This is an optimization exercise on Yosys and OpenROAD, whose aim is small area and a short achievable clock period, not a production implementation. Function was checked by simulation only, so behaviour that the tests miss may differ from the original. Power figures rest on the tool's default switching activity, not on a simulated workload.

==> flow/design.v, too long to show whole: its modules and the start of the top module <==
// module fp_mul_pipe: 1599 lines
// module fp_mul_fa: 6 lines
// module fp_mul_ha: 4 lines
module fp_mul_pipe (
  input  logic        clk,
  input  logic        rst_n,
  input  logic        in_valid,
  input  logic [3:0]  r_mode,
  input  logic [31:0] fp_X,
  input  logic [31:0] fp_Y,
  output logic        out_valid,
  output logic [31:0] fp_Z,
  output logic        ovrf,
  output logic        udrf
);
  // ...
==> flow/flow/run.sh <==
#!/bin/bash
set -euo pipefail
MARGIN=5.3
sed -E "s/SETUP_SLACK_MARGIN=[-0-9.]+/SETUP_SLACK_MARGIN=${MARGIN}/" standard.sh > standard_margin.sh
grep -q "SETUP_SLACK_MARGIN=${MARGIN}" standard_margin.sh
bash standard_margin.sh > standard.log 2>&1
==> flow/standard.sh <==
#!/bin/bash
# synth_recipe.tcl (not shown) runs the flow's synth.tcl, then flattens the netlist and writes it again
# the make line also repeats each setting of config.mk as NAME=value (left out here)
make -C /OpenROAD-flow-scripts/flow DESIGN_CONFIG=/design/flow/config.mk WORK_HOME=/design/flow/orfs CLKGATE_MAP_FILE= SYNTH_SCRIPT=/design/flow/synth_recipe.tcl "${@:-finish}"
==> flow/config.mk <==
export PLATFORM = sky130hd
export DESIGN_NAME = fp_mul_pipe
export DESIGN_NICKNAME = fp_mul_pipe
export VERILOG_FILES = /design/flow/design.v
export SDC_FILE = /design/flow/constraint.sdc
export NUM_CORES = 4
export LEC_CHECK = 0
export CAP_MARGIN = 20
export CORE_MARGIN = 2
export CORE_UTILIZATION = 40
export CTS_BUF_LIST = sky130_fd_sc_hd__clkbuf_8
export CTS_CLUSTER_DIAMETER = 60
export CTS_CLUSTER_SIZE = 40
export SETUP_SLACK_MARGIN = 5.0
export SLEW_MARGIN = 20
export SYNTH_HIERARCHICAL = 1
export SYNTH_MINIMUM_KEEP_SIZE = 0
==> flow/constraint.sdc <==
create_clock -name core_clock -period 8.5 [get_ports {clk}]
set_input_delay 1.7000 -clock core_clock [delete_from_list [all_inputs] [get_ports {clk}]]
set_output_delay 1.7000 -clock core_clock [all_outputs]
set_load 0.01 [all_outputs]
==> flow_metrics.env, run 1 <==
export IMPL_pg_comb_mw=5.45
export IMPL_hold_viol=0
export IMPL_fin_util_pct=45.98
export IMPL_largest_reg_flops=39
export IMPL_dp_cells=2676
export IMPL_rrSetupSlack_ns=5.13
export IMPL_path_max_fanout=4
export IMPL_synth_compound_area_share_pct=15.28
export IMPL_cts_tree="yes"
export IMPL_status="no timing/DRC/antenna violations"
export IMPL_cts_sinks=301
export IMPL_synth_area_mm2=0.02136
export IMPL_startpoint_type="flip-flop"
export IMPL_pwr_density_cell_mw_per_mm2=360.9
export IMPL_start_util_pct=40.56
export IMPL_post_drt_wl_per_cell_um=21.37
export IMPL_top_usage_layer="met2"
export IMPL_reg2reg_from="r1a_r[12]$_DFF_P_"
export IMPL_grt_max_degree=28
export IMPL_critical_path_class="reg -> reg"
export IMPL_crit_cells=12
export IMPL_num_tap_cells=688
export IMPL_slew_headroom_pct=50.18
export IMPL_met2_usage_pct=33.58
export IMPL_rows=84
export IMPL_synthTopCellsByArea="dfxtp_1 28%, fa_1 25%, xnor2_1 12%"
export IMPL_p_comb_share_pct=62.3
export IMPL_critPathTopFamily="adder cells"
export IMPL_seq_area_frac_synth_pct=28.31
export IMPL_die_width_um=235.1
export IMPL_gp_congestion=0.8118
export IMPL_use_met1_pct=28.75
export IMPL_cts_buffer_depth=3
export IMPL_dieArea_mm2=0.05526
==> run 2, diff against run 1 <==
--- a/flow/design.v
+++ b/flow/design.v
@@ -1369,17 +1369,69 @@
   wire pg93 = ag40 | (ap40 & pg92);
   wire pg94 = pg17 | (pq17 & pg92);
   wire pg95 = pg37 | (pq37 & pg92);
   wire pg96 = pg38 | (pq38 & pg92);
   wire pg97 = pg57 | (pq57 & pg92);
   wire pg98 = pg58 | (pq58 & pg92);
   wire pg99 = pg59 | (pq59 & pg92);
   wire pg100 = pg60 | (pq60 & pg92);
-  wire [47:0] prod_w = {ap47 ^ pg99, ap46 ^ pg98, ap45 ^ pg97, ap44 ^ pg96, ap43 ^ pg95, ap42 ^ pg94, ap41 ^ pg93, ap40 ^ pg92, ap39 ^ pg91, ap38 ^ pg90, ap37 ^ pg89, ap36 ^ pg88, ap35 ^ pg87, ap34 ^ pg86, ap33 ^ pg85, ap32 ^ pg84, ap31 ^ pg83, ap30 ^ pg82, ap29 ^ pg81, ap28 ^ pg80, ap27 ^ pg79, ap26 ^ pg78, ap25 ^ pg77, ap24 ^ pg68, ap23 ^ pg67, ap22 ^ pg66, 1'b0, 1'b0, 1'b0, 1'b0, 1'b0, 1'b0, 1'b0, 1'b0, 1'b0, 1'b0, 1'b0, 1'b0, 1'b0, 1'b0, 1'b0, 1'b0, 1'b0, 1'b0, 1'b0, 1'b0, 1'b0, 1'b0};
+  wire sum22;
+  fp_mul_xor u_sum22 (.a(ap22), .b(pg66), .y(sum22));
+  wire sum23;
+  fp_mul_xor u_sum23 (.a(ap23), .b(pg67), .y(sum23));
+  wire sum24;
+  fp_mul_xor u_sum24 (.a(ap24), .b(pg68), .y(sum24));
+  wire sum25;
+  fp_mul_xor u_sum25 (.a(ap25), .b(pg77), .y(sum25));
+  wire sum26;
+  fp_mul_xor u_sum26 (.a(ap26), .b(pg78), .y(sum26));
+  wire sum27;
+  fp_mul_xor u_sum27 (.a(ap27), .b(pg79), .y(sum27));
+  wire sum28;
+  fp_mul_xor u_sum28 (.a(ap28), .b(pg80), .y(sum28));
+  wire sum29;
+  fp_mul_xor u_sum29 (.a(ap29), .b(pg81), .y(sum29));
+  wire sum30;
+  fp_mul_xor u_sum30 (.a(ap30), .b(pg82), .y(sum30));
+  wire sum31;
+  fp_mul_xor u_sum31 (.a(ap31), .b(pg83), .y(sum31));
+  wire sum32;
+  fp_mul_xor u_sum32 (.a(ap32), .b(pg84), .y(sum32));
+  wire sum33;
+  fp_mul_xor u_sum33 (.a(ap33), .b(pg85), .y(sum33));
+  wire sum34;
+  fp_mul_xor u_sum34 (.a(ap34), .b(pg86), .y(sum34));
+  wire sum35;
+  fp_mul_xor u_sum35 (.a(ap35), .b(pg87), .y(sum35));
+  wire sum36;
+  fp_mul_xor u_sum36 (.a(ap36), .b(pg88), .y(sum36));
+  wire sum37;
+  fp_mul_xor u_sum37 (.a(ap37), .b(pg89), .y(sum37));
+  wire sum38;
+  fp_mul_xor u_sum38 (.a(ap38), .b(pg90), .y(sum38));
+  wire sum39;
+  fp_mul_xor u_sum39 (.a(ap39), .b(pg91), .y(sum39));
+  wire sum40;
+  fp_mul_xor u_sum40 (.a(ap40), .b(pg92), .y(sum40));
+  wire sum41;
+  fp_mul_xor u_sum41 (.a(ap41), .b(pg93), .y(sum41));
+  wire sum42;
+  fp_mul_xor u_sum42 (.a(ap42), .b(pg94), .y(sum42));
+  wire sum43;
+  fp_mul_xor u_sum43 (.a(ap43), .b(pg95), .y(sum43));
+  wire sum44;
+  fp_mul_xor u_sum44 (.a(ap44), .b(pg96), .y(sum44));
+  wire sum45;
+  fp_mul_xor u_sum45 (.a(ap45), .b(pg97), .y(sum45));
+  wire sum46;
+  fp_mul_xor u_sum46 (.a(ap46), .b(pg98), .y(sum46));
+  wire sum47;
+  fp_mul_xor u_sum47 (.a(ap47), .b(pg99), .y(sum47));
+  wire [47:0] prod_w = {sum47, sum46, sum45, sum44, sum43, sum42, sum41, sum40, sum39, sum38, sum37, sum36, sum35, sum34, sum33, sum32, sum31, sum30, sum29, sum28, sum27, sum26, sum25, sum24, sum23, sum22, 1'b0, 1'b0, 1'b0, 1'b0, 1'b0, 1'b0, 1'b0, 1'b0, 1'b0, 1'b0, 1'b0, 1'b0, 1'b0, 1'b0, 1'b0, 1'b0, 1'b0, 1'b0, 1'b0, 1'b0, 1'b0, 1'b0};
   logic [47:0] prod;
   logic        h2_d, g, st, inc2_d;
   logic [23:0] m2_d;
   always_comb begin
     prod = prod_w;
     h2_d = prod[47];
     m2_d = h2_d ? prod[47:24] : prod[46:23];
     g    = h2_d ? prod[23] : prod[22];
@@ -1602,8 +1654,11 @@
   assign p  = a ^ b;
   assign s  = p ^ c;
   assign co = (a & b) | (p & c);
 endmodule
 module fp_mul_ha (input logic a, b, output logic s, co);
   assign s  = a ^ b;
   assign co = a & b;
 endmodule
+module fp_mul_xor (input logic a, b, output logic y);
+  assign y = a ^ b;
+endmodule
==> flow/flow/run.sh (replaced) <==
#!/bin/bash
set -euo pipefail
MARGIN=5.5
sed -E "s/SETUP_SLACK_MARGIN=[-0-9.]+/SETUP_SLACK_MARGIN=${MARGIN}/" standard.sh > standard_margin.sh
grep -q "SETUP_SLACK_MARGIN=${MARGIN}" standard_margin.sh
bash standard_margin.sh > standard.log 2>&1
==> flow/config.mk (replaced) <==
export PLATFORM = sky130hd
export DESIGN_NAME = fp_mul_pipe
export DESIGN_NICKNAME = fp_mul_pipe
export VERILOG_FILES = /design/flow/design.v
export SDC_FILE = /design/flow/constraint.sdc
export NUM_CORES = 4
export LEC_CHECK = 0
export CAP_MARGIN = 20
export CORE_MARGIN = 2
export CORE_UTILIZATION = 40
export CTS_BUF_LIST = sky130_fd_sc_hd__clkbuf_8
export CTS_CLUSTER_DIAMETER = 40
export CTS_CLUSTER_SIZE = 20
export SETUP_SLACK_MARGIN = 5.0
export SLEW_MARGIN = 20
export SYNTH_HIERARCHICAL = 1
export SYNTH_MINIMUM_KEEP_SIZE = 0
==> flow_metrics.env, run 2 <==
export IMPL_vias_per_cell=5.699
export IMPL_crit_buf_inv=2
export IMPL_tightest_slew_ns=0.6866
export IMPL_clk_latency_ns=0.65
export IMPL_cts_made_buffers=45
export IMPL_largest_register="r1b_r"
export IMPL_gr_total_overflow=0
export IMPL_pin_count=106
export IMPL_maxSlewViolCount=0
export IMPL_synth_area_mm2=0.02121
export IMPL_largest_reg_flops=39
export IMPL_post_drt_wl_per_cell_um=23.07
export IMPL_max_freq_mhz=326.4
export IMPL_cts_sinks=301
export IMPL_areaGrowthSynthToFinish_pct=25.22
export IMPL_synth_warnings=9
export IMPL_portBuffers=105
export IMPL_dieArea_mm2=0.05487
export IMPL_path_common_cell="ha_4"
export IMPL_hold_depth=0
export IMPL_seq_area_frac_synth_pct=28.51
export IMPL_synth_cell_types=58
export IMPL_top_regs="r1b_r x39, r1a_r x38, r1c_r x38"
export IMPL_p_comb_share_pct=61.9
export IMPL_syn_inst=1947
export IMPL_fin_nets=2528
export IMPL_internal_power_mw=5.525
export IMPL_die_width_um=234.2
export IMPL_drt_total_wl_mm=64.83
export IMPL_async_flop_share_pct=1.329
export IMPL_status="no timing/DRC/antenna violations"
export IMPL_avgSynthCellArea_um2=10.89
export IMPL_synth_top_area_cell="dfxtp_1"
export IMPL_postRouteAntennaNets=0
export IMPL_place_hpwl_mm=39.37
export IMPL_fillers=4517
export IMPL_cts_tree="yes"
export IMPL_p_leak_nw=10.29
export IMPL_crit_cells=14
export IMPL_cp_arrival_ns=3.65
export IMPL_cp_end_kind="flip-flop"
export IMPL_rsz0062_at_grt="true"
export IMPL_grt_use_total_pct=22.47
export IMPL_p_clk_share_pct=14.1
export IMPL_setup_viol=0
export IMPL_gp_congestion=0.8519
export IMPL_start_util_pct=40.43
export IMPL_setup_tns_ns=0
export IMPL_final_cell_mix="290 x xnor2_1, 261 x dfxtp_1, 239 x fa_1"
export IMPL_path_max_fanout=6
export IMPL_final_common_cell="xnor2_1"
export IMPL_setup_ws_ns=5.436
export IMPL_via_count=16013
export IMPL_cts_htree_levels=2
export IMPL_hold_class="reg -> reg"
export IMPL_critPathTopFamily="compound AO/OA/AOI/OAI gates"
export IMPL_dieHeight_um=234.2
export IMPL_drtIter0Drc=1581
export IMPL_period_share_pct=36.05
export IMPL_remaining_drc_errors=0
export IMPL_synth_common_cells="298 x xnor2_1, 297 x dfxtp_1, 265 x a22oi_1, 265 x fa_1, 123 x clkbuf_1"
export IMPL_fin_area_mm2=0.02655
export IMPL_pwr_density_cell_mw_per_mm2=365.4
export IMPL_crit_slowest_cell="o41a_4"
export IMPL_grt_antenna_before_repair=1
export IMPL_pwr_share_seq_pct=24.0
export IMPL_total_power_mw=9.704
export IMPL_startpoint_type="flip-flop"
export IMPL_synth_most_common_cell="xnor2_1"
export IMPL_ir_drop_uv=183.7
export IMPL_rows=84
export IMPL_dr_pass1_iters=6
export IMPL_cp_slowest_stage_delay_ns=0.42
export IMPL_power_switching_mw=4.179
export IMPL_cts_buffer_depth=3
export IMPL_reg2reg_depth=14
export IMPL_synthTopCellsByArea="dfxtp_1 28%, fa_1 25%, xnor2_1 12%"
export IMPL_skew_ns=0.05062
export IMPL_hold_slack_ns=0.3309
export IMPL_cts_root_buf="clkbuf_8"
export IMPL_pre_cts_slack_ns=3.887
export IMPL_crit_chain="mux2i_2 -> a211oi_2 -> a21o_1 -> ha_4 -> ha_4 -> and3_4 -> nand3_4 -> nor4_4 -> a41oi_4 -> mux2i_4 -> buf_6 -> buf_12 -> o41a_4 -> a21oi_2"
export IMPL_clkTransAtPathRegs_ns=0.09
export IMPL_drive_above_1_share_pct=18.62
export IMPL_p_sw_share_pct=43.06
export IMPL_min_period_ns=3.064
export IMPL_fp_coreArea_mm2=0.05245
export IMPL_grt_pass1_wl_mm=95.14
export IMPL_synth_seq_cells=301
export IMPL_synthFlopType="dfxtp_1"
export IMPL_cp_required_ns=9.09
export IMPL_placed_cell_area_mm2=0.02310
export IMPL_hold_buffers=0
export IMPL_synth_edf_count=0
export IMPL_grt_pass1_vias=16924
export IMPL_drv_cap=0
export IMPL_grt_max_degree=28
export IMPL_yosysTopAreaCellShare_pct=28.04
export IMPL_hold_viol=0
export IMPL_critical_path_class="reg -> reg"
export IMPL_slew_headroom_pct=53.85
run 2: changes by cell type in the layout (fill, tap and decap cells not counted), sizes merged, moves of 13 or more:
cell / change
dlygate4sd2: -15
clkdlybuf4s15: +15
a21o: +16
nor2: -13
buf: +35
clkbuf: +37
run 2: worst reg2reg max path: stages (launching register included):
cell and delay (ns):
dfxtp_4 0.39, mux2i_2 0.16, a211oi_2 0.22, a21o_1 0.14
ha_4 0.15, ha_4 0.13, and3_4 0.20, nand3_4 0.09
nor4_4 0.26, a41oi_4 0.19, mux2i_4 0.24, buf_6 0.15
buf_12 0.12, o41a_4 0.42, a21oi_2 0.14
run 2: final cells by class:
| class | count | area (um^2) | share of cell area (%) |
|---|---|---|---|
| Sequential cell | 301 | 6161 | 23.20 |
| Antenna cell | 1 | 2.502 | 0.009424 |
| Clock inverter | 35 | 440.4 | 1.659 |
| Inverter | 49 | 183.9 | 0.6926 |
| Clock buffer | 46 | 633.1 | 2.384 |
| Multi-Input combinational cell | 1462 | 15370 | 57.88 |
| Tap cell | 688 | 860.8 | 3.242 |
| Timing Repair Buffer | 228 | 2904 | 10.94 |
run 2: kinds of logic after synthesis:
group,synth area share (%)
flip-flops,28.51
buffers and inverters,3.540
multiplexers,1.145
other,0.01768
AND/OR/NAND/NOR,5.753
XOR/XNOR,14.75
AO/OA/AOI/OAI,15.08
adder cells (fa/ha/maj),31.21
run 2: per-module statistics from Yosys (local to each module, per instance):
module	cell area [um^2]	times used	cells	flip-flops and latches
fp_mul_pipe	15290	1	1624	301
fp_mul_fa	20.02	263	1	0
fp_mul_ha	12.51	34	1	0
fp_mul_xor	8.758	26	1	0
run 2: path summary, 6_finish.rpt:
path,endpoint,startpoint,slack (ns)
max,z_q[15]$_DFF_P_,p2_q[25]$_DFF_P_,5.44
min,s1_q$_DFF_P_,s0_q$_DFF_P_,0.33
max reg2reg,z_q[15]$_DFF_P_,p2_q[25]$_DFF_P_,5.44
min reg2reg,s1_q$_DFF_P_,s0_q$_DFF_P_,0.33
max in group asynchronous,vld_q[2]$_DFF_PN0_,rst_n,7.05
min in group asynchronous,vld_q[3]$_DFF_PN0_,rst_n,1.29
run 2: layer usage:
layer / share of wire [%] / GRT usage [%]
met5: 0 / 0
met2: 47 / 36.87
met1: 40 / 29.23
met3: 8.7 / 4.244
met4: 3.8 / 8.900
run 2: what timing repair did:
| item | CTS | global route |
|---|---|---|
| setup buffers | 39 | 15 |
| pin swaps | 39 | 57 |
| setup endpoints to repair | 156 | 79 |
| cloned | 7 | 16 |
| resized for setup | 210 | 189 |
run 2: power by group through the flow:
stage          clock, mW  sequential (mW)  combinational (mW)
3_5_place_dp           0             2.39                4.96
5_1_grt             1.46             2.39                6.65
2_1_floorplan          0             2.27                3.53
4_1_cts             1.41             2.32                5.59
3_3_place_gp           0             2.38                4.87
6_report            1.37             2.33                6.01
run 2: metrics by stage:
step / std cells / util [%]
2_1_floorplan: 1958 / -
3_3_place_gp: 2651 / 44.04
4_1_cts: 2778 / 48.20
5_1_grt: 2810 / 50.63
6_report: 2810 / 50.63
3_5_place_dp: 2651 / 44.04
==> run 3, diff against run 2 <==
==> flow/flow/run.sh (replaced) <==
#!/bin/bash
set -euo pipefail
MARGIN=5.4
sed -E "s/SETUP_SLACK_MARGIN=[-0-9.]+/SETUP_SLACK_MARGIN=${MARGIN}/" standard.sh > standard_margin.sh
grep -q "SETUP_SLACK_MARGIN=${MARGIN}" standard_margin.sh
bash standard_margin.sh > standard.log 2>&1
==> flow_metrics.env, run 3 <==
export IMPL_cp_arrival_ns=3.68
export IMPL_tightest_slew_ns=1.184
export IMPL_fin_nets=2498
export IMPL_p_sw_share_pct=42.95
export IMPL_yosysTopAreaCellShare_pct=28.04
export IMPL_final_cell_mix="298 x xnor2_1, 276 x dfxtp_1, 263 x a22oi_1"
export IMPL_die_width_um=234.2
export IMPL_internal_power_mw=5.322
export IMPL_cts_made_buffers=49
export IMPL_drt_total_wl_mm=61.05
export IMPL_postRouteAntennaNets=0
export IMPL_cp_end_kind="flip-flop"
export IMPL_regArea_mm2=0.006107
export IMPL_grt_pass1_wl_mm=93.79
export IMPL_synth_top_area_cell="dfxtp_1"
export IMPL_cts_root_buf="clkbuf_8"
export IMPL_drtIter0Drc=1397
export IMPL_post_drt_wl_per_cell_um=21.91
export IMPL_start_util_pct=40.43
export IMPL_rows=84
export IMPL_cts_sinks=301
export IMPL_fp_coreArea_mm2=0.05245
export IMPL_grt_antenna_before_repair=1
export IMPL_top_regs="r1b_r x39, r1a_r x38, r1c_r x38"
export IMPL_remaining_drc_errors=0
export IMPL_via_count=15672
export IMPL_place_hpwl_mm=39.68
export IMPL_min_period_ns=3.157
export IMPL_cp_required_ns=9.03
export IMPL_hold_buffers=0
export IMPL_grt_pass1_vias=16454
export IMPL_hold_class="reg -> reg"
export IMPL_avgSynthCellArea_um2=10.89
export IMPL_status="no timing/DRC/antenna violations"
export IMPL_gr_total_overflow=0
export IMPL_rsz0062_at_grt="true"
export IMPL_crit_slowest_cell="dfxtp_4"
export IMPL_skew_ns=0.03113
export IMPL_syn_inst=1947
export IMPL_critical_path_class="reg -> reg"
export IMPL_synth_edf_count=0
export IMPL_areaGrowthSynthToFinish_pct=19.67
export IMPL_drive_above_1_share_pct=13.45
export IMPL_path_common_cell="ha_4"
export IMPL_cts_buffer_depth=3
export IMPL_path_max_fanout=5
export IMPL_fin_util_pct=48.39
export IMPL_clkTransAtPathRegs_ns=0.07
export IMPL_largest_register="r1b_r"
export IMPL_synth_common_cells="298 x xnor2_1, 297 x dfxtp_1, 265 x a22oi_1, 265 x fa_1, 123 x clkbuf_1"
export IMPL_synth_area_mm2=0.02121
export IMPL_power_switching_mw=4.007
export IMPL_gp_congestion=0.8447
export IMPL_fillers=4650
export IMPL_largest_reg_flops=39
export IMPL_pin_count=106
export IMPL_total_power_mw=9.329
export IMPL_cp_slowest_stage_delay_ns=0.35
export IMPL_cts_tree="yes"
export IMPL_synthFlopType="dfxtp_1"
export IMPL_p_leak_nw=9.846
export IMPL_final_common_cell="xnor2_1"
export IMPL_vias_per_cell=5.625
export IMPL_pwr_share_seq_pct=24.9
export IMPL_ir_drop_uv=221.4
export IMPL_dieArea_mm2=0.05487
export IMPL_period_share_pct=37.14
export IMPL_crit_chain="buf_12 -> mux2i_2 -> a211oi_2 -> a21o_1 -> ha_4 -> ha_4 -> and3_4 -> nand3_4 -> nor4_4 -> a41oi_4 -> mux2i_4 -> buf_6 -> o41ai_4 -> nor3_1 -> or3_1"
export IMPL_maxSlewViolCount=0
export IMPL_max_freq_mhz=316.8
export IMPL_pwr_density_cell_mw_per_mm2=367.6
export IMPL_startpoint_type="flip-flop"
export IMPL_seq_area_frac_synth_pct=28.51
export IMPL_grt_max_degree=28
export IMPL_portBuffers=105
export IMPL_synth_seq_cells=301
export IMPL_synth_warnings=9
export IMPL_clk_latency_ns=0.64
export IMPL_multi_input_area_mm2=0.01500
export IMPL_synth_most_common_cell="xnor2_1"
export IMPL_setup_tns_ns=0
export IMPL_p_clk_share_pct=14.5
export IMPL_async_flop_share_pct=1.329
export IMPL_slew_headroom_pct=20.32
export IMPL_cts_htree_levels=2
export IMPL_drv_cap=0
export IMPL_grt_use_total_pct=22.14
export IMPL_dieHeight_um=234.2
export IMPL_dr_pass1_iters=5
export IMPL_setup_viol=0
export IMPL_p_comb_share_pct=60.6
export IMPL_synthTopCellsByArea="dfxtp_1 28%, fa_1 25%, xnor2_1 12%"
export IMPL_synth_cell_types=58
export IMPL_hold_viol=0
==> run 3: cell counts after synthesis <==
No cell type changed its count.
==> run 3: layout make-up <==
type | count | area share [%]
Antenna cell | 1 | 0.009861
Clock buffer | 51 | 2.766
Clock inverter | 40 | 1.484
Inverter | 49 | 0.7248
Multi-Input combinational cell | 1461 | 59.10
Sequential cell | 301 | 24.07
Tap cell | 688 | 3.392
Timing Repair Buffer | 195 | 8.461
==> run 3: what timing repair did <==
item,4_1_cts,5_1_grt
buffers inserted,22,16
endpoints found under the setup margin,147,69
pin swaps,31,32
cloned,5,1
gates resized for setup,111,109
==> run 3: logic make-up after synthesis <==
kind of cell | after synthesis | share of synthesized area, %
xor+xnor | 357 | 14.75
mux | 24 | 1.145
buf+inv | 198 | 3.540
flops | 301 | 28.51
fa+ha+maj | 370 | 31.21
simple gates | 240 | 5.753
compound gates | 456 | 15.08
other cells | 1 | 0.01768
==> run 3: per-layer routing <==
layer	part of all wire [%]	vias to the layer above	global-route usage, %
li1	-	6976	-
met1	42	7815	29.49
met2	46	741	35.78
met3	8.0	138	4.061
met4	3.3	2	8.485
met5	0.13	-	0
==> run 3: worst max-delay path, delay by kind of cell, from the launching register on <==
| family | cells | cell delay (ns) |
|---|---|---|
| AO/OA/AOI/OAI | 4 | 0.83 |
| buffers and inverters | 2 | 0.27 |
| multiplexers | 2 | 0.41 |
| adder cells (fa/ha/maj) | 2 | 0.28 |
| AND/OR/NAND/NOR | 5 | 0.90 |
| flip-flops | 1 | 0.35 |
==> run 3: power groups by stage <==
stage                     clock (mW)  sequential [mW]  combinational [mW]
after detailed placement           0             2.36                4.98
after floorplan                    0             2.27                3.53
after CTS                       1.40             2.33                5.41
after global routing            1.45             2.38                6.32
final                           1.35             2.33                5.65
after global placement             0             2.35                4.88
==> run 3: per-module statistics from Yosys (local to each module, per instance) <==
module       area (um^2)  cells inside  flops+latches
fp_mul_ha          12.51             1              0
fp_mul_pipe        15290          1624            301
fp_mul_xor         8.758             1              0
fp_mul_fa          20.02             1              0
==> run 3: final timing paths <==
kind	slack (ns)	from	to	cells after the start
min in group asynchronous	1.27	rst_n	vld_q[2]$_DFF_PN0_	1
max reg2reg	5.34	p2_q[25]$_DFF_P_	z_q[23]$_DFF_P_	15
max in group asynchronous	7.07	rst_n	vld_q[0]$_DFF_PN0_	1
min	0.33	s0_q$_DFF_P_	s1_q$_DFF_P_	0
max	5.34	p2_q[25]$_DFF_P_	z_q[23]$_DFF_P_	15
min reg2reg	0.33	s0_q$_DFF_P_	s1_q$_DFF_P_	0
==> run 3: metrics by stage <==
step	instances	instance area (um^2)	hold WS [ns]	setup slack (ns)
3_5_place_dp	2650	23080	0.3121	4.152
6_report	2786	25380	0.3291	5.343
4_1_cts	2768	24740	0.3287	5.161
5_1_grt	2786	25380	0.3315	5.201
3_3_place_gp	2650	23080	0.3120	4.143
2_1_floorplan	1958	21450	0.3096	5.086
==> run 4, diff against run 3 <==
==> flow/flow/run.sh (replaced) <==
#!/bin/bash
set -euo pipefail
MARGIN=5.2
sed -E "s/SETUP_SLACK_MARGIN=[-0-9.]+/SETUP_SLACK_MARGIN=${MARGIN}/" standard.sh > standard_margin.sh
grep -q "SETUP_SLACK_MARGIN=${MARGIN}" standard_margin.sh
bash standard_margin.sh > standard.log 2>&1
==> flow_metrics.env, run 4 <==
export IMPL_vias_per_cell=5.602
export IMPL_critPathTopFamily="adder cells"
export IMPL_cts_buffer_depth=3
export IMPL_dp_cells=2650
export IMPL_hold_depth=0
export IMPL_reg2reg_from="fx0_q[22]$_DFF_P_"
export IMPL_period_share_pct=38.19
export IMPL_pin_count=106
export IMPL_synth_cell_types=58
export IMPL_synth_area_mm2=0.02121
export IMPL_min_from="e1_q[7]$_DFF_P_"
export IMPL_min_to="e2_q[7]$_DFF_P_"
export IMPL_drt_total_wl_mm=58.68
export IMPL_p_leak_nw=9.419
export IMPL_startpoint="fx0_q[22]$_DFF_P_"
export IMPL_rsz0062_at_grt="true"
export IMPL_fillers=4745
export IMPL_synth_top_area_cell="dfxtp_1"
export IMPL_rows=84
export IMPL_skew_ns=0.03612
export IMPL_min_period_ns=3.246
export IMPL_drv_cap=0
export IMPL_die_width_um=234.2
export IMPL_pwr_density_cell_mw_per_mm2=366.8
export IMPL_regArea_mm2=0.006085
export IMPL_hold_class="reg -> reg"
export IMPL_cp_end_kind="flip-flop"
export IMPL_synth_most_common_cell="xnor2_1"
export IMPL_grt_pass1_wl_mm=93.14
export IMPL_cts_sinks=301
export IMPL_remaining_drc_errors=0
export IMPL_tightest_slew_ns=1.100
export IMPL_dr_pass1_iters=5
export IMPL_yosysTopAreaCellShare_pct=28.04
export IMPL_cp_slowest_stage_delay_ns=0.56
export IMPL_start_util_pct=40.43
export IMPL_final_common_cell="xnor2_1"
export IMPL_crit_slowest_cell="fa_1"
export IMPL_grt_max_degree=28
export IMPL_fin_nets=2461
export IMPL_place_hpwl_mm=39.71
export IMPL_gr_total_overflow=0
export IMPL_synthTopCellsByArea="dfxtp_1 28%, fa_1 25%, xnor2_1 12%"
export IMPL_setup_viol=0
export IMPL_gp_congestion=0.8536
export IMPL_largest_reg_flops=39
export IMPL_critical_path_class="reg -> reg"
export IMPL_cts_made_buffers=44
export IMPL_largest_register="r1b_r"
export IMPL_grt_antenna_before_repair=2
export IMPL_post_drt_wl_per_cell_um=21.38
export IMPL_slew_headroom_pct=25.62
export IMPL_startpoint_type="flip-flop"
export IMPL_final_cells=2745
export IMPL_cts_root_buf="clkbuf_8"
export IMPL_cp_required_ns=9.00
export IMPL_seq_area_frac_synth_pct=28.51
export IMPL_grt_use_total_pct=21.84
export IMPL_cts_tree="yes"
export IMPL_clkTransAtPathRegs_ns=0.09
export IMPL_fp_coreArea_mm2=0.05245
export IMPL_dieArea_mm2=0.05487
export IMPL_portBuffers=105
export IMPL_maxSlewViolCount=0
export IMPL_drive_above_1_share_pct=9.976
export IMPL_fin_area_mm2=0.02452
export IMPL_placed_cell_area_mm2=0.02308
export IMPL_crit_buf_inv=1
export IMPL_grt_pass1_vias=16677
export IMPL_reg2reg_depth=7
export IMPL_ir_drop_uv=152.1
export IMPL_clk_latency_ns=0.65
export IMPL_hold_viol=0
export IMPL_path_common_cell="fa_1"
export IMPL_cts_htree_levels=2
export IMPL_via_count=15377
export IMPL_synth_edf_count=0
export IMPL_status="no timing/DRC/antenna violations"
export IMPL_synthFlopType="dfxtp_1"
export IMPL_drtIter0Drc=1094
export IMPL_areaGrowthSynthToFinish_pct=15.64
export IMPL_rrSetupSlack_ns=5.25
export IMPL_path_max_fanout=25
export IMPL_syn_inst=1947
export IMPL_synth_warnings=9
export IMPL_hold_buffers=0
export IMPL_crit_chain="buf_4 -> a22oi_1 -> xnor2_1 -> fa_1 -> fa_1 -> fa_1 -> fa_1"
export IMPL_cp_arrival_ns=3.75
export IMPL_crit_cells=7
export IMPL_dieHeight_um=234.2
export IMPL_avgSynthCellArea_um2=10.89
export IMPL_top_regs="r1b_r x39, r1a_r x38, r1c_r x38"
export IMPL_setup_tns_ns=0
export IMPL_multi_input_area_mm2=0.01476
export IMPL_final_cell_mix="298 x xnor2_1, 282 x dfxtp_1, 265 x fa_1"
export IMPL_reg2reg_to="r1c_r[18]$_DFF_P_"
export IMPL_async_flop_share_pct=1.329
export IMPL_max_freq_mhz=308.1
export IMPL_synth_common_cells="298 x xnor2_1, 297 x dfxtp_1, 265 x a22oi_1, 265 x fa_1, 123 x clkbuf_1"
export IMPL_synth_seq_cells=301
export IMPL_postRouteAntennaNets=0
[run 4: cell counts after synthesis]
No cell type changed its count.
[run 4: repair_timing]
| action | in CTS | in global routing |
|---|---|---|
| setup buffers | 9 | 1 |
| gates cloned | 2 | 0 |
| pin swaps | 6 | 7 |
| gates resized for setup | 25 | 23 |
| setup endpoints to repair | 92 | 60 |
[run 4: cell families after synthesis]
group                    count (synthesis)  synth area share, %
AO/OA/AOI/OAI                          456                15.08
adder cells (fa/ha/maj)                370                31.21
XOR/XNOR                               357                14.75
flip-flops                             301                28.51
AND/OR/NAND/NOR                        240                5.753
buffers and inverters                  198                3.540
multiplexers                            24                1.145
other                                    1              0.01768
[run 4: cell type report]
cell class                 count  share of cell area, %
multi-input combinational   1461                  60.18
sequential                   301                  24.81
timing repair buffer         163                  6.133
tap                          688                  3.510
clock buffer                  45                  2.526
clock inverter                36                  2.066
inverter                      49                 0.7500
antenna                        2                0.02041
[run 4: how the worst max path moves through the flow]
stage,slack [ns],to
4_1_cts,5.15,z_q[23]$_DFF_P_
6_report,5.25,r1c_r[18]$_DFF_P_
2_1_floorplan,5.09,z_q[23]$_DFF_P_
5_1_grt,5.13,z_q[23]$_DFF_P_
3_5_place_dp,3.89,z_q[23]$_DFF_P_
3_3_place_gp,3.90,z_q[23]$_DFF_P_
[run 4: metrics by stage]
step	hold WS (ns)	utilization [%]	worst slack, ns	power, mW
final	0.3227	46.76	5.254	8.995
after global routing	0.3371	46.75	5.134	9.827
after CTS	0.3256	46.52	5.149	8.963
after detailed placement	0.3128	44.01	3.885	7.349
after global placement	0.3152	44.01	3.896	7.241
after floorplan	0.3096	-	5.086	5.799
[run 4: worst reg2reg max path, cell delays in order (launching register included)]
cell	delay (ns)
dfxtp_1	0.31
buf_4	0.36
a22oi_1	0.20
xnor2_1	0.28
fa_1	0.47
fa_1	0.50
fa_1	0.56
fa_1	0.42
[run 4: routing by layer]
metal  part of all wire [%]  global-route usage (%)  vias to the layer above
met5                      0                       0                        -
met3                    8.8                   5.241                      138
li1                       -                       -                     6883
met2                     45                   34.48                      710
met4                    3.3                   9.118                        0
met1                     43                   28.69                     7646
[run 4: modules after synthesis, one instance, submodules excluded]
module       cells  copies in the design  cell area (um^2)
fp_mul_pipe   1624                     1             15290
fp_mul_xor       1                    26             8.758
fp_mul_ha        1                    34             12.51
fp_mul_fa        1                   263             20.02
[run 4: power breakdown]
part / internal [mW] / switching (mW)
registers: 1.98 / 0.348
clock network: 0.768 / 0.678
logic: 2.45 / 2.77
total: 5.20 / 3.80
==> run 5, diff against run 4 <==
==> flow/flow/run.sh (replaced) <==
#!/bin/bash
set -euo pipefail
MARGIN=5.3
sed -E "s/SETUP_SLACK_MARGIN=[-0-9.]+/SETUP_SLACK_MARGIN=${MARGIN}/" standard.sh > standard_margin.sh
grep -q "SETUP_SLACK_MARGIN=${MARGIN}" standard_margin.sh
bash standard_margin.sh > standard.log 2>&1
--- a/flow/config.mk
+++ b/flow/config.mk
@@ -11,6 +11,7 @@
 export CTS_BUF_LIST = sky130_fd_sc_hd__clkbuf_8
 export CTS_CLUSTER_DIAMETER = 40
 export CTS_CLUSTER_SIZE = 20
+export PLACE_DENSITY = 0.65
 export SETUP_SLACK_MARGIN = 5.0
 export SLEW_MARGIN = 20
 export SYNTH_HIERARCHICAL = 1
==> flow_metrics.env, run 5 <==
export IMPL_wl_met3_mm=4.795
export IMPL_p_comb_share_pct=59.3
export IMPL_startpoint_type="flip-flop"
export IMPL_skew_ns=0.04986
export IMPL_gp_congestion=0.8797
export IMPL_remaining_drc_errors=0
export IMPL_cts_sinks=301
export IMPL_dr_pass1_iters=6
export IMPL_yosysTopAreaCellShare_pct=28.04
export IMPL_post_drt_wl_per_cell_um=20.83
export IMPL_p_leak_nw=9.630
export IMPL_hold_buffers=0
export IMPL_largest_reg_flops=39
export IMPL_seq_area_frac_synth_pct=28.51
export IMPL_clk_latency_ns=0.66
export IMPL_syn_inst=1947
export IMPL_min_period_ns=3.269
export IMPL_synth_cell_types=58
export IMPL_async_flop_share_pct=1.329
export IMPL_gr_total_overflow=0
export IMPL_grt_use_total_pct=21.33
export IMPL_period_share_pct=38.45
export IMPL_pwr_density_cell_mw_per_mm2=363.4
export IMPL_dieHeight_um=234.2
export IMPL_cts_buffer_depth=3
export IMPL_place_hpwl_mm=38.70
export IMPL_crit_slowest_cell="o41ai_4"
export IMPL_pwr_share_seq_pct=25.9
export IMPL_wl_met1_mm=23.59
export IMPL_synth_area_mm2=0.02121
export IMPL_status="no timing/DRC/antenna violations"
export IMPL_start_util_pct=40.43
export IMPL_avgSynthCellArea_um2=10.89
export IMPL_cts_tree="yes"
export IMPL_drive_above_1_share_pct=11.30
export IMPL_maxSlewViolCount=0
export IMPL_rows=84
export IMPL_internal_power_mw=5.155
export IMPL_synth_seq_cells=301
export IMPL_critical_path_class="reg -> reg"
export IMPL_via_count=15578
export IMPL_cts_root_buf="clkbuf_8"
export IMPL_grt_antenna_before_repair=2
export IMPL_final_cell_mix="298 x xnor2_1, 281 x dfxtp_1, 265 x fa_1"
export IMPL_die_width_um=234.2
export IMPL_cp_slowest_stage_delay_ns=0.39
export IMPL_p_sw_share_pct=42.74
export IMPL_drt_total_wl_mm=57.46
export IMPL_portBuffers=105
export IMPL_slew_headroom_pct=26.09
export IMPL_drv_cap=0
export IMPL_vias_per_cell=5.646
export IMPL_synth_most_common_cell="xnor2_1"
export IMPL_cp_required_ns=9.07
export IMPL_cts_htree_levels=2
export IMPL_wl_met2_mm=27.40
export IMPL_cts_made_buffers=42
export IMPL_path_common_cell="ha_4"
export IMPL_tightest_slew_ns=1.093
export IMPL_cp_end_kind="flip-flop"
export IMPL_fin_area_mm2=0.02477
export IMPL_top_regs="r1b_r x39, r1a_r x38, r1c_r x38"
export IMPL_path_max_fanout=5
export IMPL_synthTopCellsByArea="dfxtp_1 28%, fa_1 25%, xnor2_1 12%"
export IMPL_synthFlopType="dfxtp_1"
export IMPL_power_switching_mw=3.848
export IMPL_rsz0062_at_grt="true"
export IMPL_crit_chain="buf_12 -> mux2i_2 -> a211oi_2 -> a21o_1 -> ha_4 -> ha_4 -> and3_4 -> nand3_4 -> nor4_4 -> a41oi_4 -> mux2i_4 -> buf_6 -> o41ai_4 -> buf_4 -> a21oi_1 -> a22oi_1"
export IMPL_synth_top_area_cell="dfxtp_1"
export IMPL_hold_slack_ns=0.3308
export IMPL_max_freq_mhz=305.9
export IMPL_drtIter0Drc=1396
export IMPL_cp_arrival_ns=3.84
export IMPL_synth_common_cells="298 x xnor2_1, 297 x dfxtp_1, 265 x a22oi_1, 265 x fa_1, 123 x clkbuf_1"
export IMPL_setup_tns_ns=0
export IMPL_grt_pass1_wl_mm=91.30
export IMPL_synth_warnings=9
export IMPL_postRouteAntennaNets=0
export IMPL_pin_count=106
export IMPL_ir_drop_uv=190.2
export IMPL_top_layer_used="met4"
export IMPL_p_clk_share_pct=14.8
export IMPL_setup_viol=0
export IMPL_largest_register="r1b_r"
export IMPL_fin_nets=2477
export IMPL_hold_class="reg -> reg"
export IMPL_grt_max_degree=28
export IMPL_hold_viol=0
export IMPL_final_common_cell="xnor2_1"
export IMPL_areaGrowthSynthToFinish_pct=16.83
export IMPL_grt_pass1_vias=16513
export IMPL_clkTransAtPathRegs_ns=0.09
export IMPL_dieArea_mm2=0.05487
export IMPL_fp_coreArea_mm2=0.05245
export IMPL_synth_edf_count=0
export IMPL_placed_cell_area_mm2=0.02307
==> run 5: cell counts after synthesis <==
No cell type changed its count.
==> run 5: power groups by stage <==
stage          Clock, mW  Combinational (mW)  Sequential, mW
6_report            1.33                5.34            2.34
5_1_grt             1.43                6.03            2.39
4_1_cts             1.37                5.18            2.34
3_5_place_dp           0                4.96            2.37
3_3_place_gp           0                4.84            2.35
2_1_floorplan          0                3.53            2.27
==> run 5: what timing repair did <==
| action | in CTS | in global routing |
|---|---|---|
| cloned | 6 | 0 |
| buffers inserted | 18 | 7 |
| pin swaps | 14 | 17 |
| setup endpoints to repair | 129 | 73 |
| gates resized for setup | 83 | 47 |
==> run 5: per-module statistics from Yosys (local to each module, per instance) <==
module       flops+latches  cell area [um^2]  copies in the design
fp_mul_pipe            301             15290                     1
fp_mul_fa                0             20.02                   263
fp_mul_ha                0             12.51                    34
fp_mul_xor               0             8.758                    26
==> run 5: cell families (layout without fill, tap and decap cells) <==
family,after synthesis,count (layout),share of synthesized area (%)
adders and majority gates,370,370,31.21
xor gates and xnor gates,357,357,14.75
buffers and inverters,198,307,3.540
and+or+nand+nor,240,240,5.753
DFF,301,301,28.51
muxes,24,24,1.145
other,1,13,0.01768
AOI/OAI and AO/OA,456,459,15.08
==> run 5: path summary, 6_finish.rpt <==
kind                             startpoint            endpoint  slack [ns]  cells past startpoint
min in group asynchronous             rst_n  vld_q[3]$_DFF_PN0_        1.29                      1
setup / recovery           p2_q[25]$_DFF_P_     z_q[22]$_DFF_P_        5.23                     16
max in group asynchronous             rst_n  vld_q[0]$_DFF_PN0_        7.04                      1
setup reg to reg           p2_q[25]$_DFF_P_     z_q[22]$_DFF_P_        5.23                     16
hold reg to reg                s1_q$_DFF_P_        s2_q$_DFF_P_        0.33                      0
hold / removal                 s1_q$_DFF_P_        s2_q$_DFF_P_        0.33                      0
==> run 5: metal layers <==
metal / GRT usage (%) / vias up
met5: 0 / -
met4: 8.920 / 0
met3: 4.694 / 128
met2: 34.62 / 703
met1: 27.48 / 7828
li1: - / 6919
==> run 5: metrics by stage <==
step	utilization [%]	cells	setup WS (ns)	power [mW]
finish	47.24	2759	5.231	9.003
global route	47.24	2759	5.079	9.854
CTS	46.77	2751	5.155	8.888
detailed placement	44.00	2649	4.193	7.326
global placement	43.99	2649	4.229	7.193
floorplan	-	1958	5.086	5.800
==> run 5: final cells by class <==
class	count	area (um^2)
timing repair buffer	180	1707
clock inverter	32	399.1
fill	4775	27670
inverter	49	183.9
tap	688	860.8
clock buffer	46	633.1
sequential	301	6103
antenna	1	2.502
multi-input combinational	1462	14880
==> run 5: worst max-delay path, delay by kind of cell, from the launching register on <==
kind | cells | cell delay (ns)
DFF | 1 | 0.36
AOI/OAI and AO/OA | 6 | 1.14
buffers and inverters | 3 | 0.48
muxes | 2 | 0.40
and+or+nand+nor | 3 | 0.54
adders and majority gates | 2 | 0.27
==> run 6, diff against run 5 <==
--- a/flow/config.mk
+++ b/flow/config.mk
@@ -11,7 +11,6 @@
 export CTS_BUF_LIST = sky130_fd_sc_hd__clkbuf_8
 export CTS_CLUSTER_DIAMETER = 40
 export CTS_CLUSTER_SIZE = 20
-export PLACE_DENSITY = 0.65
 export SETUP_SLACK_MARGIN = 5.0
 export SLEW_MARGIN = 20
 export SYNTH_HIERARCHICAL = 1
==> flow_metrics.env, run 6 <==
export IMPL_synth_most_common_cell="xnor2_1"
export IMPL_setup_tns_ns=0
export IMPL_grt_use_total_pct=21.67
export IMPL_areaGrowthSynthToFinish_pct=15.83
export IMPL_synthTopCellsByArea="dfxtp_1 28%, fa_1 25%, xnor2_1 12%"
export IMPL_largest_register="r1b_r"
export IMPL_crit_buf_inv=1
export IMPL_rsz0062_at_grt="true"
export IMPL_p_leak_nw=9.534
export IMPL_grt_pass1_wl_mm=92.11
export IMPL_period_share_pct=36.97
export IMPL_synth_edf_count=0
export IMPL_cp_arrival_ns=3.64
export IMPL_synth_simple_area_share_pct=5.753
export IMPL_synth_common_cells="298 x xnor2_1, 297 x dfxtp_1, 265 x a22oi_1, 265 x fa_1, 123 x clkbuf_1"
export IMPL_via_count=15356
export IMPL_dieArea_mm2=0.05487
export IMPL_vias_per_cell=5.590
export IMPL_cp_required_ns=9.00
export IMPL_hold_class="reg -> reg"
export IMPL_cts_tree="yes"
export IMPL_crit_chain="buf_4 -> a22oi_1 -> xnor2_1 -> fa_1 -> fa_1 -> fa_1 -> fa_1"
export IMPL_synthFlopType="dfxtp_1"
export IMPL_max_freq_mhz=318.2
export IMPL_cts_made_buffers=44
export IMPL_drtIter0Drc=1104
export IMPL_remaining_drc_errors=0
export IMPL_hold_viol=0
export IMPL_largest_reg_flops=39
export IMPL_hold_buffers=0
export IMPL_die_width_um=234.2
export IMPL_startpoint_type="flip-flop"
export IMPL_synth_warnings=9
export IMPL_fp_coreArea_mm2=0.05245
export IMPL_cts_root_buf="clkbuf_8"
export IMPL_synth_compound_area_share_pct=15.08
export IMPL_crit_slowest_cell="fa_1"
export IMPL_clk_latency_ns=0.66
export IMPL_cts_sinks=301
export IMPL_start_util_pct=40.43
export IMPL_synth_top_area_cell="dfxtp_1"
export IMPL_grt_pass1_vias=16235
export IMPL_final_cells=2747
export IMPL_gr_total_overflow=0
export IMPL_path_common_cell="fa_1"
export IMPL_critPathTopFamily="adder cells"
export IMPL_cts_buffer_depth=3
export IMPL_fin_nets=2465
export IMPL_fillers=4785
export IMPL_post_drt_wl_per_cell_um=21.43
export IMPL_cts_htree_levels=2
export IMPL_final_cell_mix="298 x xnor2_1, 282 x dfxtp_1, 264 x a22oi_1, 264 x fa_1, 99 x ha_1"
export IMPL_skew_ns=0.04377
export IMPL_synth_cell_types=58
export IMPL_pin_count=106
export IMPL_place_hpwl_mm=39.26
export IMPL_synth_top_family_by_area="adder cells"
export IMPL_yosysTopAreaCellShare_pct=28.04
export IMPL_path_max_fanout=24
export IMPL_syn_inst=1947
export IMPL_drt_total_wl_mm=58.86
export IMPL_maxSlewViolCount=0
export IMPL_setup_viol=0
export IMPL_avgSynthCellArea_um2=10.89
export IMPL_drv_cap=0
export IMPL_fin_util_pct=46.83
export IMPL_drive_above_1_share_pct=10.30
export IMPL_async_flop_share_pct=1.329
export IMPL_synth_area_mm2=0.02121
export IMPL_tightest_slew_ns=0.7051
export IMPL_portBuffers=105
export IMPL_seq_area_frac_synth_pct=28.51
export IMPL_slew_headroom_pct=52.87
export IMPL_clkTransAtPathRegs_ns=0.07
export IMPL_synthAdderAreaFrac_pct=31.21
export IMPL_cp_slowest_stage_delay_ns=0.58
export IMPL_synthXorXnorAreaFrac_pct=14.75
export IMPL_top_regs="r1b_r x39, r1a_r x38, r1c_r x38"
export IMPL_min_period_ns=3.143
export IMPL_grt_antenna_before_repair=4
export IMPL_grt_max_degree=28
export IMPL_dr_pass1_iters=6
export IMPL_cp_end_kind="flip-flop"
export IMPL_rows=84
export IMPL_ir_drop_uv=181.4
export IMPL_yosys_mux_area_fraction_pct=1.145
export IMPL_critical_path_class="reg -> reg"
export IMPL_dp_cells=2651
export IMPL_synth_seq_cells=301
export IMPL_gp_congestion=0.8531
export IMPL_final_common_cell="xnor2_1"
export IMPL_status="no timing/DRC/antenna violations"
export IMPL_pwr_density_cell_mw_per_mm2=362.6
export IMPL_dieHeight_um=234.2
export IMPL_postRouteAntennaNets=0
[run 6: changes by cell type in the layout (fill, tap and decap cells not counted), sizes merged]
| cell | change |
|---|---|
| buf | -11 |
| clkinv | -6 |
| clkbuf | +3 |
| clkinvlp | -2 |
| bufbuf | -2 |
| o41a | -1 |
| inv | +7 |
[run 6: cells by family after synthesis]
group	after synthesis
xor+xnor	357
flops	301
buf+inv	198
mux	24
fa+ha+maj	370
simple gates	240
other cells	1
compound gates	456
[run 6: where the power goes]
part | internal [mW] | total, mW | switching [mW]
sequential | 1.98 | 2.33 | 0.348
combinational | 2.43 | 5.23 | 2.81
clock | 0.698 | 1.34 | 0.645
[run 6: layout make-up]
cell class / count / area [um^2] / area share [%]
sequential: 301 / 6092 / 24.80
clock inverter: 31 / 366.6 / 1.493
timing repair buffer: 167 / 1555 / 6.332
antenna: 1 / 2.502 / 0.01019
multi-input combinational: 1461 / 14830 / 60.36
inverter: 49 / 183.9 / 0.7489
tap: 688 / 860.8 / 3.505
clock buffer: 49 / 674.4 / 2.746
[run 6: routing by layer]
layer,GRT usage (%),vias up,part of all wire [%]
met2,34.73,640,46
li1,-,6888,-
met5,0,-,0.025
met3,4.195,118,7.9
met4,7.456,2,2.5
met1,29.28,7708,43
[run 6: modules after synthesis (local to each module, per instance)]
module / cells / flops+latches
fp_mul_pipe: 1624 / 301
fp_mul_fa: 1 / 0
fp_mul_ha: 1 / 0
fp_mul_xor: 1 / 0
[run 6: final timing paths]
kind,from,to,slack (ns),cells after the start
max,b_one0_q[7]$_DFF_P_,r1c_r[19]$_DFF_P_,5.36,7
min,s0_q$_DFF_P_,s1_q$_DFF_P_,0.33,0
max in group asynchronous,rst_n,vld_q[1]$_DFF_PN0_,7.05,1
max reg2reg,b_one0_q[7]$_DFF_P_,r1c_r[19]$_DFF_P_,5.36,7
min in group asynchronous,rst_n,vld_q[3]$_DFF_PN0_,1.29,1
min reg2reg,s0_q$_DFF_P_,s1_q$_DFF_P_,0.33,0
[run 6: metrics by stage]
| step | hold WS (ns) | worst slack (ns) | power, mW | area, um^2 |
|---|---|---|---|---|
| floorplan | 0.3096 | 5.086 | 5.800 | 21440 |
| global placement | 0.3127 | 3.882 | 7.253 | 23090 |
| detailed placement | 0.3121 | 3.848 | 7.361 | 23090 |
| CTS | 0.3307 | 5.213 | 8.850 | 24330 |
| global route | 0.3329 | 5.253 | 9.728 | 24560 |
| finish | 0.3295 | 5.357 | 8.905 | 24560 |
[run 6: timing repair]
| item | in CTS | in global routing |
|---|---|---|
| endpoints found under the setup margin | 136 | 67 |
| gates resized for setup | 73 | 41 |
| setup buffers | 8 | 5 |
| pin swaps | 8 | 15 |
| cloned | 2 | 0 |
==> run 7, diff against run 6 <==
==> flow/flow/run.sh (replaced) <==
#!/bin/bash
set -euo pipefail
MARGIN=5.35
sed -E "s/SETUP_SLACK_MARGIN=[-0-9.]+/SETUP_SLACK_MARGIN=${MARGIN}/" standard.sh > standard_margin.sh
grep -q "SETUP_SLACK_MARGIN=${MARGIN}" standard_margin.sh
bash standard_margin.sh > standard.log 2>&1
==> flow_metrics.env, run 7 <==
export IMPL_p_sw_share_pct=42.43
export IMPL_startpoint="b_one0_q[10]$_DFF_P_"
export IMPL_reg2reg_from="b_one0_q[10]$_DFF_P_"
export IMPL_cts_sinks=301
export IMPL_via_count=15328
export IMPL_clk_latency_ns=0.66
export IMPL_avgSynthCellArea_um2=10.89
export IMPL_synthFlopType="dfxtp_1"
export IMPL_synth_most_common_cell="xnor2_1"
export IMPL_total_power_mw=9.245
export IMPL_fin_nets=2483
export IMPL_synth_edf_count=0
export IMPL_ir_drop_uv=202.9
export IMPL_fin_area_mm2=0.02505
export IMPL_cts_buffer_depth=3
export IMPL_rsz0062_at_grt="true"
export IMPL_power_switching_mw=3.923
export IMPL_min_from="cl1_q[1]$_SDFF_PP1_"
export IMPL_wl_met2_mm=27.53
export IMPL_pwr_share_seq_pct=25.2
export IMPL_seq_area_frac_synth_pct=28.51
export IMPL_synth_common_cells="298 x xnor2_1, 297 x dfxtp_1, 265 x a22oi_1, 265 x fa_1, 123 x clkbuf_1"
export IMPL_largest_reg_flops=39
export IMPL_final_cell_mix="298 x xnor2_1, 281 x dfxtp_1, 265 x fa_1"
export IMPL_final_common_cell="xnor2_1"
export IMPL_clkTransAtPathRegs_ns=0.08
export IMPL_tightest_slew_ns=0.7904
export IMPL_hold_buffers=0
export IMPL_yosysTopAreaCellShare_pct=28.04
export IMPL_grt_pass1_vias=16499
export IMPL_synth_warnings=9
export IMPL_fin_util_pct=47.76
export IMPL_setup_viol=0
export IMPL_grt_antenna_before_repair=1
export IMPL_dr_pass1_iters=6
export IMPL_remaining_drc_errors=0
export IMPL_skew_ns=0.04009
export IMPL_grt_max_degree=28
export IMPL_rows=84
export IMPL_portBuffers=105
export IMPL_grt_pass1_wl_mm=93.64
export IMPL_p_leak_nw=9.726
export IMPL_max_freq_mhz=319.6
export IMPL_synth_top_area_cell="dfxtp_1"
export IMPL_hold_viol=0
export IMPL_wl_met1_mm=25.41
export IMPL_synth_cell_types=58
export IMPL_gr_total_overflow=0
export IMPL_cp_end_kind="flip-flop"
export IMPL_pin_count=106
export IMPL_vias_per_cell=5.534
export IMPL_cp_required_ns=9.00
export IMPL_drtIter0Drc=1288
export IMPL_areaGrowthSynthToFinish_pct=18.13
export IMPL_syn_inst=1947
export IMPL_startpoint_type="flip-flop"
export IMPL_postRouteAntennaNets=0
export IMPL_path_max_fanout=24
export IMPL_top_regs="r1b_r x39, r1a_r x38, r1c_r x38"
export IMPL_synthTopCellsByArea="dfxtp_1 28%, fa_1 25%, xnor2_1 12%"
export IMPL_synth_area_mm2=0.02121
export IMPL_top_layer_used="met4"
export IMPL_cts_htree_levels=2
export IMPL_grt_use_total_pct=21.97
export IMPL_largest_register="r1b_r"
export IMPL_internal_power_mw=5.323
export IMPL_drv_cap=0
export IMPL_async_flop_share_pct=1.329
export IMPL_hold_slack_ns=0.3275
export IMPL_cts_made_buffers=47
export IMPL_dieHeight_um=234.2
export IMPL_fp_coreArea_mm2=0.05245
export IMPL_p_comb_share_pct=58.8
export IMPL_p_clk_share_pct=16.0
export IMPL_maxSlewViolCount=0
export IMPL_wl_met3_mm=4.766
export IMPL_status="no timing/DRC/antenna violations"
export IMPL_place_hpwl_mm=39.44
export IMPL_die_width_um=234.2
export IMPL_gp_congestion=0.8619
export IMPL_period_share_pct=36.81
export IMPL_cp_arrival_ns=3.63
export IMPL_critical_path_class="reg -> reg"
export IMPL_placed_cell_area_mm2=0.02309
export IMPL_start_util_pct=40.43
export IMPL_synth_seq_cells=301
export IMPL_setup_ws_ns=5.371
export IMPL_cts_tree="yes"
export IMPL_dp_cells=2651
export IMPL_cts_root_buf="clkbuf_8"
export IMPL_dieArea_mm2=0.05487
export IMPL_setup_tns_ns=0
export IMPL_post_drt_wl_per_cell_um=21.40
export IMPL_slew_headroom_pct=46.87
export IMPL_pwr_density_cell_mw_per_mm2=369.1
export IMPL_hold_class="reg -> reg"
export IMPL_pre_cts_slack_ns=3.864
export IMPL_final_cells=2770
export IMPL_drt_total_wl_mm=59.29
export IMPL_drive_above_1_share_pct=12.01
export IMPL_min_period_ns=3.129
==> run 7: cell counts after synthesis <==
Identical to the previous run, type by type.
==> run 7: cell families after synthesis <==
family	synth area share, %
AOI/OAI and AO/OA	15.08
xor gates and xnor gates	14.75
adders and majority gates	31.21
buffers and inverters	3.540
DFF	28.51
muxes	1.145
other	0.01768
and+or+nand+nor	5.753
==> run 7: final timing paths <==
| path | endpoint | cells past startpoint | slack (ns) |
|---|---|---|---|
| setup / recovery | r1c_r[18]$_DFF_P_ | 7 | 5.37 |
| hold / removal | cl2_q[1]$_DFF_P_ | 0 | 0.33 |
| setup reg to reg | r1c_r[18]$_DFF_P_ | 7 | 5.37 |
| hold reg to reg | cl2_q[1]$_DFF_P_ | 0 | 0.33 |
| max in group asynchronous | vld_q[1]$_DFF_PN0_ | 1 | 7.07 |
| min in group asynchronous | vld_q[3]$_DFF_PN0_ | 1 | 1.27 |
==> run 7: worst max-delay path, cell delays in order, from the launching register on <==
cell and delay (ns):
dfxtp_1 0.31, buf_4 0.35, a22oi_1 0.18, xnor2_1 0.23, fa_1 0.48, fa_1 0.52, fa_1 0.43, fa_1 0.47
==> run 7: timing repair <==
item / in CTS / in global routing
setup buffers: 18 / 9
pin swaps: 15 / 22
cloned: 3 / 0
setup endpoints to repair: 145 / 64
resized for setup: 84 / 72
==> run 7: final cells by class <==
type	count	area, um^2
Antenna cell	1	2.502
Clock buffer	51	701.9
Clock inverter	37	485.5
Fill cell	4719	27400
Inverter	49	183.9
Multi-Input combinational cell	1461	14930
Sequential cell	301	6101
Tap cell	688	860.8
Timing Repair Buffer	182	1789
==> run 7: per-layer routing <==
layer	track usage [%]	vias up
li1	-	6948
met2	34.58	665
met3	4.572	120
met1	29.66	7595
met4	8.445	0
met5	0	-
==> run 7: power by group through the flow <==
stage | sequential (mW) | clock (mW) | combinational (mW)
2_1_floorplan | 2.27 | 0 | 3.53
3_3_place_gp | 2.38 | 0 | 4.86
3_5_place_dp | 2.40 | 0 | 4.93
4_1_cts | 2.33 | 1.53 | 5.22
5_1_grt | 2.38 | 1.58 | 6.11
6_report | 2.33 | 1.48 | 5.44
==> run 7: per-module statistics from Yosys, one instance, submodules excluded <==
| module | area [um^2] | cells inside | flip-flops and latches |
|---|---|---|---|
| fp_mul_pipe | 15290 | 1624 | 301 |
| fp_mul_xor | 8.758 | 1 | 0 |
| fp_mul_fa | 20.02 | 1 | 0 |
| fp_mul_ha | 12.51 | 1 | 0 |
==> run 8, diff against run 7 <==
==> flow/flow/run.sh (replaced) <==
#!/bin/bash
set -euo pipefail
MARGIN=5.3
sed -E "s/SETUP_SLACK_MARGIN=[-0-9.]+/SETUP_SLACK_MARGIN=${MARGIN}/" standard.sh > standard_margin.sh
grep -q "SETUP_SLACK_MARGIN=${MARGIN}" standard_margin.sh
bash standard_margin.sh > standard.log 2>&1
--- a/flow/config.mk
+++ b/flow/config.mk
@@ -11,6 +11,7 @@
 export CTS_BUF_LIST = sky130_fd_sc_hd__clkbuf_8
 export CTS_CLUSTER_DIAMETER = 40
 export CTS_CLUSTER_SIZE = 20
+export GPL_TIMING_DRIVEN = 0
 export SETUP_SLACK_MARGIN = 5.0
 export SLEW_MARGIN = 20
 export SYNTH_HIERARCHICAL = 1
==> flow_metrics.env, run 8 <==
export IMPL_top_regs="r1b_r x39, r1a_r x38, r1c_r x38"
export IMPL_pre_cts_slack_ns=4.002
export IMPL_areaGrowthSynthToFinish_pct=23.64
export IMPL_largest_register="r1b_r"
export IMPL_grt_pass1_wl_mm=105.7
export IMPL_syn_inst=1947
export IMPL_portBuffers=104
export IMPL_post_drt_wl_per_cell_um=24.63
export IMPL_synth_edf_count=0
export IMPL_fp_coreArea_mm2=0.05245
export IMPL_crit_slowest_cell="dfxtp_4"
export IMPL_drv_cap=0
export IMPL_yosysTopAreaCellShare_pct=28.04
export IMPL_final_cell_mix="284 x xnor2_1, 262 x fa_1, 261 x a22oi_1"
export IMPL_path_max_fanout=5
export IMPL_cts_root_buf="clkbuf_8"
export IMPL_synth_cell_types=58
export IMPL_pin_count=106
export IMPL_remaining_drc_errors=0
export IMPL_fin_nets=2598
export IMPL_rows=84
export IMPL_clkTransAtPathRegs_ns=0.08
export IMPL_crit_buf_inv=5
export IMPL_hold_buffers=0
export IMPL_synthTopCellsByArea="dfxtp_1 28%, fa_1 25%, xnor2_1 12%"
export IMPL_min_period_ns=3.482
export IMPL_grt_pass1_vias=16550
export IMPL_synth_common_cells="298 x xnor2_1, 297 x dfxtp_1, 265 x a22oi_1, 265 x fa_1, 123 x clkbuf_1"
export IMPL_cp_required_ns=9.02
export IMPL_max_freq_mhz=287.2
export IMPL_vias_per_cell=5.616
export IMPL_hold_slack_ns=0.3170
export IMPL_slew_headroom_pct=47.98
export IMPL_cp_end_kind="flip-flop"
export IMPL_synth_most_common_cell="xnor2_1"
export IMPL_synth_seq_cells=301
export IMPL_async_flop_share_pct=1.329
export IMPL_critPathTopFamily="simple AND/OR/NAND/NOR gates"
export IMPL_fin_util_pct=49.99
export IMPL_hold_viol=0
export IMPL_cts_buffer_depth=3
export IMPL_dp_cells=2750
export IMPL_start_util_pct=40.43
export IMPL_skew_ns=0.04239
export IMPL_drt_total_wl_mm=71.01
export IMPL_seq_area_frac_synth_pct=28.51
export IMPL_critical_path_class="reg -> reg"
export IMPL_period_share_pct=40.96
export IMPL_tightest_slew_ns=0.7802
export IMPL_maxSlewViolCount=0
export IMPL_drive_above_1_share_pct=19.14
export IMPL_synthFlopType="dfxtp_1"
export IMPL_dieArea_mm2=0.05487
export IMPL_final_cells=2883
export IMPL_dieHeight_um=234.2
export IMPL_avgSynthCellArea_um2=10.89
export IMPL_cp_slowest_stage_delay_ns=0.36
export IMPL_setup_ws_ns=5.018
export IMPL_path_common_cell="buf_12"
export IMPL_pwr_density_cell_mw_per_mm2=367.2
export IMPL_cts_sinks=301
export IMPL_synth_area_mm2=0.02121
export IMPL_ir_drop_uv=219.5
export IMPL_startpoint_type="flip-flop"
export IMPL_cts_made_buffers=48
export IMPL_grt_max_degree=16
export IMPL_postRouteAntennaNets=0
export IMPL_synth_warnings=9
export IMPL_final_common_cell="xnor2_1"
export IMPL_grt_use_total_pct=26.16
export IMPL_crit_chain="buf_12 -> buf_12 -> buf_12 -> mux2i_4 -> a211oi_2 -> a21o_1 -> ha_4 -> ha_4 -> and3_4 -> nand3_4 -> nor4_4 -> buf_4 -> a41oi_4 -> mux2i_4 -> buf_6 -> o41ai_4 -> nor3_1 -> or3_1"
export IMPL_rsz0062_at_grt="true"
export IMPL_gr_total_overflow=0
export IMPL_dr_pass1_iters=5
export IMPL_largest_reg_flops=39
export IMPL_place_hpwl_mm=54.51
export IMPL_drtIter0Drc=1693
export IMPL_hold_class="reg -> reg"
export IMPL_die_width_um=234.2
export IMPL_cts_tree="yes"
export IMPL_grt_antenna_before_repair=3
export IMPL_cts_htree_levels=2
export IMPL_status="no timing/DRC/antenna violations"
export IMPL_via_count=16192
export IMPL_cp_arrival_ns=4.00
export IMPL_p_leak_nw=10.35
export IMPL_gp_congestion=1.004
export IMPL_setup_viol=0
export IMPL_setup_tns_ns=0
export IMPL_clk_latency_ns=0.65
export IMPL_synth_top_area_cell="dfxtp_1"
-- run 8: report_power, final --
group | leakage, nW | total [mW] | switching (mW) | internal (mW)
combinational | 7.22 | 5.91 | 3.11 | 2.80
clock | 0.578 | 1.41 | 0.732 | 0.682
sequential | 2.55 | 2.30 | 0.324 | 1.98
-- run 8: routing by layer --
layer  wire length [um]  global-route usage (%)
met1              31640                   37.10
met2              30700                   39.33
met3               5571                   4.523
met4               3106                   11.02
met5                  0                       0
-- run 8: layout make-up --
cell class	count	area, um^2
timing repair buffer	149	1444
inverter	49	183.9
sequential	301	6151
buffer	149	1217
fill	4753	26230
multi-input combinational	1459	15210
clock inverter	38	471.7
antenna	1	2.502
tap	688	860.8
clock buffer	49	674.4
-- run 8: modules after synthesis (local to each module, per instance) --
module / times used / area [um^2] / cells inside
fp_mul_fa: 263 / 20.02 / 1
fp_mul_ha: 34 / 12.51 / 1
fp_mul_pipe: 1 / 15290 / 1624
fp_mul_xor: 26 / 8.758 / 1
-- run 8: kinds of logic (layout without fill, tap and decap cells) --
family | after synthesis | count (layout) | share of synthesized area (%)
multiplexers | 24 | 24 | 1.145
flip-flops | 301 | 301 | 28.51
other | 1 | 13 | 0.01768
buffers and inverters | 198 | 434 | 3.540
AO/OA/AOI/OAI | 456 | 456 | 15.08
XOR/XNOR | 357 | 357 | 14.75
AND/OR/NAND/NOR | 240 | 240 | 5.753
adder cells (fa/ha/maj) | 370 | 370 | 31.21
-- run 8: through the flow --
stage	cell area, um^2	total power [mW]
2_1_floorplan	21440	5.800
3_5_place_dp	23340	7.419
5_1_grt	26220	10.45
4_1_cts	25590	9.410
3_3_place_gp	23340	7.319
6_report	26220	9.627
-- run 8: worst paths after layout --
check	start	endpoint	slack [ns]	depth (start not counted)
worst max register to register	p2_q[25]$_DFF_P_	z_q[23]$_DFF_P_	5.02	18
max in group asynchronous	rst_n	vld_q[3]$_DFF_PN0_	7.06	1
min in group asynchronous	rst_n	vld_q[2]$_DFF_PN0_	1.28	1
worst max-delay path	p2_q[25]$_DFF_P_	z_q[23]$_DFF_P_	5.02	18
worst min-delay path	e1_q[4]$_DFF_P_	e2_q[4]$_DFF_P_	0.32	0
worst min register to register	e1_q[4]$_DFF_P_	e2_q[4]$_DFF_P_	0.32	0
-- run 8: repair_timing --
action	CTS	global route
setup buffers	26	14
endpoints found under the setup margin	170	79
hold endpoints to repair	0	0
pin swaps	40	37
resized for setup	350	218
cloned	3	2
-- run 8: worst reg2reg max path, delay by kind of cell, from the launching register on --
family          cells  cell delay, ns
fa+ha+maj           2            0.30
simple gates        5            0.83
flops               1            0.36
mux                 2            0.45
buf+inv             5            0.70
compound gates      4            0.75

[what the ideal ports hide]
The results above use ideal ports. As a check the final layouts listed here were re-extracted and re-timed, cells and wires unchanged.
Step 1 assumes that a clkbuf_16 drives the clock port and a buf_2 every other input.
Step 2, shift: input delay + t, output delay - t, t = (earliest + latest rising clock arrival at the registers) / 2. This alone moves slack from input paths to output paths.
a / b / c = ideal / step 1 / step 2; a / b = the first two.
run	shift t [ns]	setup slack, ns	hold slack, ns	latest minus earliest clock arrival (ns)	worst register clock-pin slew, ns
run 1	0.700	5.129 / 5.129 / 4.847	0.333 / 0.333 / 0.333	0.033 / 0.033	0.12 / 0.12
run 2	0.677	5.436 / 5.436 / 4.935	0.331 / 0.331 / 0.331	0.053 / 0.053	0.10 / 0.10
run 3	0.681	5.343 / 5.343 / 4.796	0.329 / 0.329 / 0.329	0.033 / 0.032	0.08 / 0.08
run 4	0.680	5.254 / 5.231 / 4.688	0.323 / 0.323 / 0.323	0.036 / 0.036	0.09 / 0.09
run 5	0.679	5.231 / 5.231 / 4.754	0.331 / 0.331 / 0.331	0.050 / 0.050	0.09 / 0.09
run 6	0.685	5.357 / 5.357 / 4.749	0.330 / 0.330 / 0.330	0.049 / 0.048	0.09 / 0.09
run 7	0.689	5.371 / 5.371 / 4.800	0.327 / 0.327 / 0.327	0.040 / 0.040	0.08 / 0.08
run 8	0.680	5.018 / 5.018 / 4.723	0.317 / 0.317 / 0.317	0.043 / 0.043	0.09 / 0.09
After both steps setup and hold are still met in every run listed. For run 6, which loses most, drivers alone change the setup slack by 0.000 ns; drivers and shift together by -0.608 ns.
